Source: an optimization exercise on an open RTL-to-GDS flow (aim: small area, a short achievable clock period and few clock cycles). Production flows keep margins and buffers that such runs may drop.
In this exercise RTL edits were held to simulation tests only and were not proved equivalent to the original.
No activity file was given, so power comes from the tool's default toggle rates.

== run A ==
// mulPipeChip
module mulPipeChip (
	input logic clk,
	input logic arstN,
	input logic in_valid,
	input logic [31:0] in_a,
	input logic [31:0] in_b,
	output logic out_valid,
	output logic [63:0] out_product
);
For scale: ~2,600 cells after synthesis, about 130 I/O pins.
export LEC_CHECK = 0
export CAP_MARGIN = 20
export CORE_MARGIN = 2
export CORE_UTILIZATION = 60
export PLACE_DENSITY = 0.7
export SLEW_MARGIN = 20
create_clock -name core_clock -period 13.0 [get_ports {clk}]
standard.sh (not shown) runs the stock make flow with config.mk's settings and CLKGATE_MAP_FILE= SYNTH_SCRIPT=/design/flow/synth_recipe.tcl, a recipe that flattens the netlist after the stock synthesis.
==> flow/flow/run.sh <==
#!/bin/bash
# The standard ORFS layout (the standard.sh) with these changes:
# - SYNTH_ARGS=-noabc: Yosys's generic synth skips its early "abc -fast", so
#   extract_fa sees the full adders as the RTL writes them (no inverters
#   between adders); everything else in synthesis is the standard script;
# - clock tree synthesis uses larger sink clusters (a shallower, balanced
#   tree) and no dummy loads;
# - REMOVE_ABC_BUFFERS=1: the buffers ABC put in are taken out at floorplan
#   and the placement-aware repairs buffer the nets again.
set -euo pipefail
MARGIN=$(cat flow/margin.txt)
CTS="$(cat flow/cts_args.txt)"
bash standard.sh SYNTH_ARGS=-noabc REMOVE_ABC_BUFFERS=1 SETUP_SLACK_MARGIN="$MARGIN" "CTS_ARGS=$CTS" finish > standard_flow.log 2>&1
==> flow/flow/cts_args.txt <==
-sink_clustering_enable -repair_clock_nets -sink_clustering_size 20 -sink_clustering_max_diameter 150 -dont_use_dummy_load
==> flow/flow/margin.txt <==
9.3
Run A: all stages complete, timing, DRC and antenna checks passed
Testbench counts of run A, summed over its fixed seeds: cycles 16,024.
Setup changes, run A to run B
diff --git a/flow/flow/run.sh b/flow/flow/run.sh
--- a/flow/flow/run.sh
+++ b/flow/flow/run.sh
@@ -7,3 +7 @@
-#   tree) and no dummy loads;
-# - REMOVE_ABC_BUFFERS=1: the buffers ABC put in are taken out at floorplan
-#   and the placement-aware repairs buffer the nets again.
+#   tree) and no dummy loads.
@@ -13 +11 @@
-bash standard.sh SYNTH_ARGS=-noabc REMOVE_ABC_BUFFERS=1 SETUP_SLACK_MARGIN="$MARGIN" "CTS_ARGS=$CTS" finish > standard_flow.log 2>&1
+bash standard.sh SYNTH_ARGS=-noabc SETUP_SLACK_MARGIN="$MARGIN" "CTS_ARGS=$CTS" finish > standard_flow.log 2>&1
Going from run A to run B, total global-route track usage lost 0.82 points, largest stage delay on the critical path down 60 ps, sequential fraction of design power held steady, routed wire length fell by about 1.1%.
#### Input delta (run C over run B)
diff --git a/flow/config.mk b/flow/config.mk
--- a/flow/config.mk
+++ b/flow/config.mk
@@ -10,2 +10,2 @@
-export CORE_UTILIZATION = 60
-export PLACE_DENSITY = 0.7
+export CORE_UTILIZATION = 65
+export PLACE_DENSITY = 0.75
Notes after the runs:
Number of antenna repair diodes is lower on run C
Going from run B to run C, number of gates given a new drive strength after cts now larger, total power now larger, worst slack on hold paths now larger.
Compared with run B, in run C worst path arrival time grew by 50 ps, count of plain and timing-repair buffers grew by 17, clock-pin transition on the worst setup and hold timing paths held steady, via count of the first global-routing pass grew by about 1%.
Last element of the critical path: mulArray_i.mid_q[59]$_DFF_P_ -> run C, mulArray_i.mid_q[53]$_DFF_P_ -> run B
Looking at startpoint of the worst setup timing path, the mulArray_i.one_q[12]$_DFF_P_ result is from run C; the mulArray_i.one_q[8]$_DFF_P_ one comes from run B.
Run C ended up with a higher area overhead of the layout relative to synthesis than run B did.
The sequential share of layout area of run B and that of run C are within noise of each other.
Relative to run B, met3 track utilization from global routing has increased by 5.0 points in run C.
> inputs changed (run C -> run D)
diff --git a/flow/flow/run.sh b/flow/flow/run.sh
--- a/flow/flow/run.sh
+++ b/flow/flow/run.sh
@@ -7 +7,3 @@
-#   tree) and no dummy loads.
+#   tree) and no dummy loads;
+# - MATCH_CELL_FOOTPRINT=0: the repairs may swap a cell for one of another
+#   footprint (a faster port buffer or adder, say).
@@ -11 +13 @@
-bash standard.sh SYNTH_ARGS=-noabc SETUP_SLACK_MARGIN="$MARGIN" "CTS_ARGS=$CTS" finish > standard_flow.log 2>&1
+bash standard.sh SYNTH_ARGS=-noabc MATCH_CELL_FOOTPRINT=0 SETUP_SLACK_MARGIN="$MARGIN" "CTS_ARGS=$CTS" finish > standard_flow.log 2>&1
==> flow/flow/cts_args.txt <==
-sink_clustering_enable -repair_clock_nets -sink_clustering_size 25 -sink_clustering_max_diameter 150 -dont_use_dummy_load
diff --git a/flow/config.mk b/flow/config.mk
--- a/flow/config.mk
+++ b/flow/config.mk
@@ -10,2 +10,2 @@
-export CORE_UTILIZATION = 65
-export PLACE_DENSITY = 0.75
+export CORE_UTILIZATION = 60
+export PLACE_DENSITY = 0.7
Results
Run D: no failed stages, no open violations at the end. Final area for run D is lower than for run C. Run D vs. run C: routed wire length went down by about 7%. On worst setup slack: run D sits above run C.
For run E, these inputs were changed with respect to run D:
==> flow/flow/run.sh <==
#!/bin/bash
set -euo pipefail
MARGIN=$(cat flow/margin.txt)
bash standard.sh SYNTH_ARGS=-noabc SETUP_SLACK_MARGIN="$MARGIN" finish > standard_flow.log 2>&1
diff --git a/flow/config.mk b/flow/config.mk
--- a/flow/config.mk
+++ b/flow/config.mk
@@ -10,2 +10,2 @@
-export CORE_UTILIZATION = 60
-export PLACE_DENSITY = 0.7
+export CORE_UTILIZATION = 65
+export PLACE_DENSITY = 0.75
removed: flow/flow/cts_args.txt
## What came out
Run E finished every stage and its layout cleared the timing, DRC and antenna checks.
Number of global-route vias before repair up 525 in run E wrt run D
Count of clock-buffer cells in the layout (lower): run D
Relative to run D, run E degrades cell area after layout.
The run with more routed wire is run E, not run D.
Any difference in worst stage delay on the critical path between run D and run E is small enough to ignore.
Run E vs run D — met2 track utilization from global routing rose 2.9 points.
Switching share of power came out lower on run E than on run D.
Delta (run E minus run D): wire length on met3 rose by about 23%; post-route non-filler standard cell count rose by 1.7%.
Sort run E and run D by area added between synthesis and finish, ascending, and run D comes first.
Against run D, weighted congestion at the end of routability-driven global placement in run E rose by a few percent.

## separate check: timing with driven ports
No port has a modelled driver above. Below, the same layouts with a new extraction and two added sets of constraints.
Step 1: set_driving_cell puts a clkbuf_16 on clk and a buf_2 on each other input, an assumption about the parent block.
Step 2, shift: input delay + t, output delay - t, t = (earliest + latest rising clock arrival at the registers) / 2. This alone moves slack from input paths to output paths.
a / b / c = ideal / step 1 / step 2; a / b = the first two.
| run | shift t [ns] | setup WS [ns] | worst slew at a driven data input, ns |
|---|---|---|---|
| run A | 0.601 | 9.295 / 9.270 / 9.295 | 0.06 |
| run B | 0.596 | 9.291 / 9.264 / 9.291 | 0.06 |
| run C | 0.615 | 9.266 / 9.251 / 9.266 | 0.08 |
| run D | 0.617 | 9.314 / 9.252 / 9.320 | 0.06 |
| run E | 0.684 | 9.304 / 9.243 / 9.262 | 0.08 |
After both steps every run listed still meets setup and hold. For run E, which loses most, drivers alone change the setup slack by -0.061 ns; drivers and shift together by -0.042 ns.
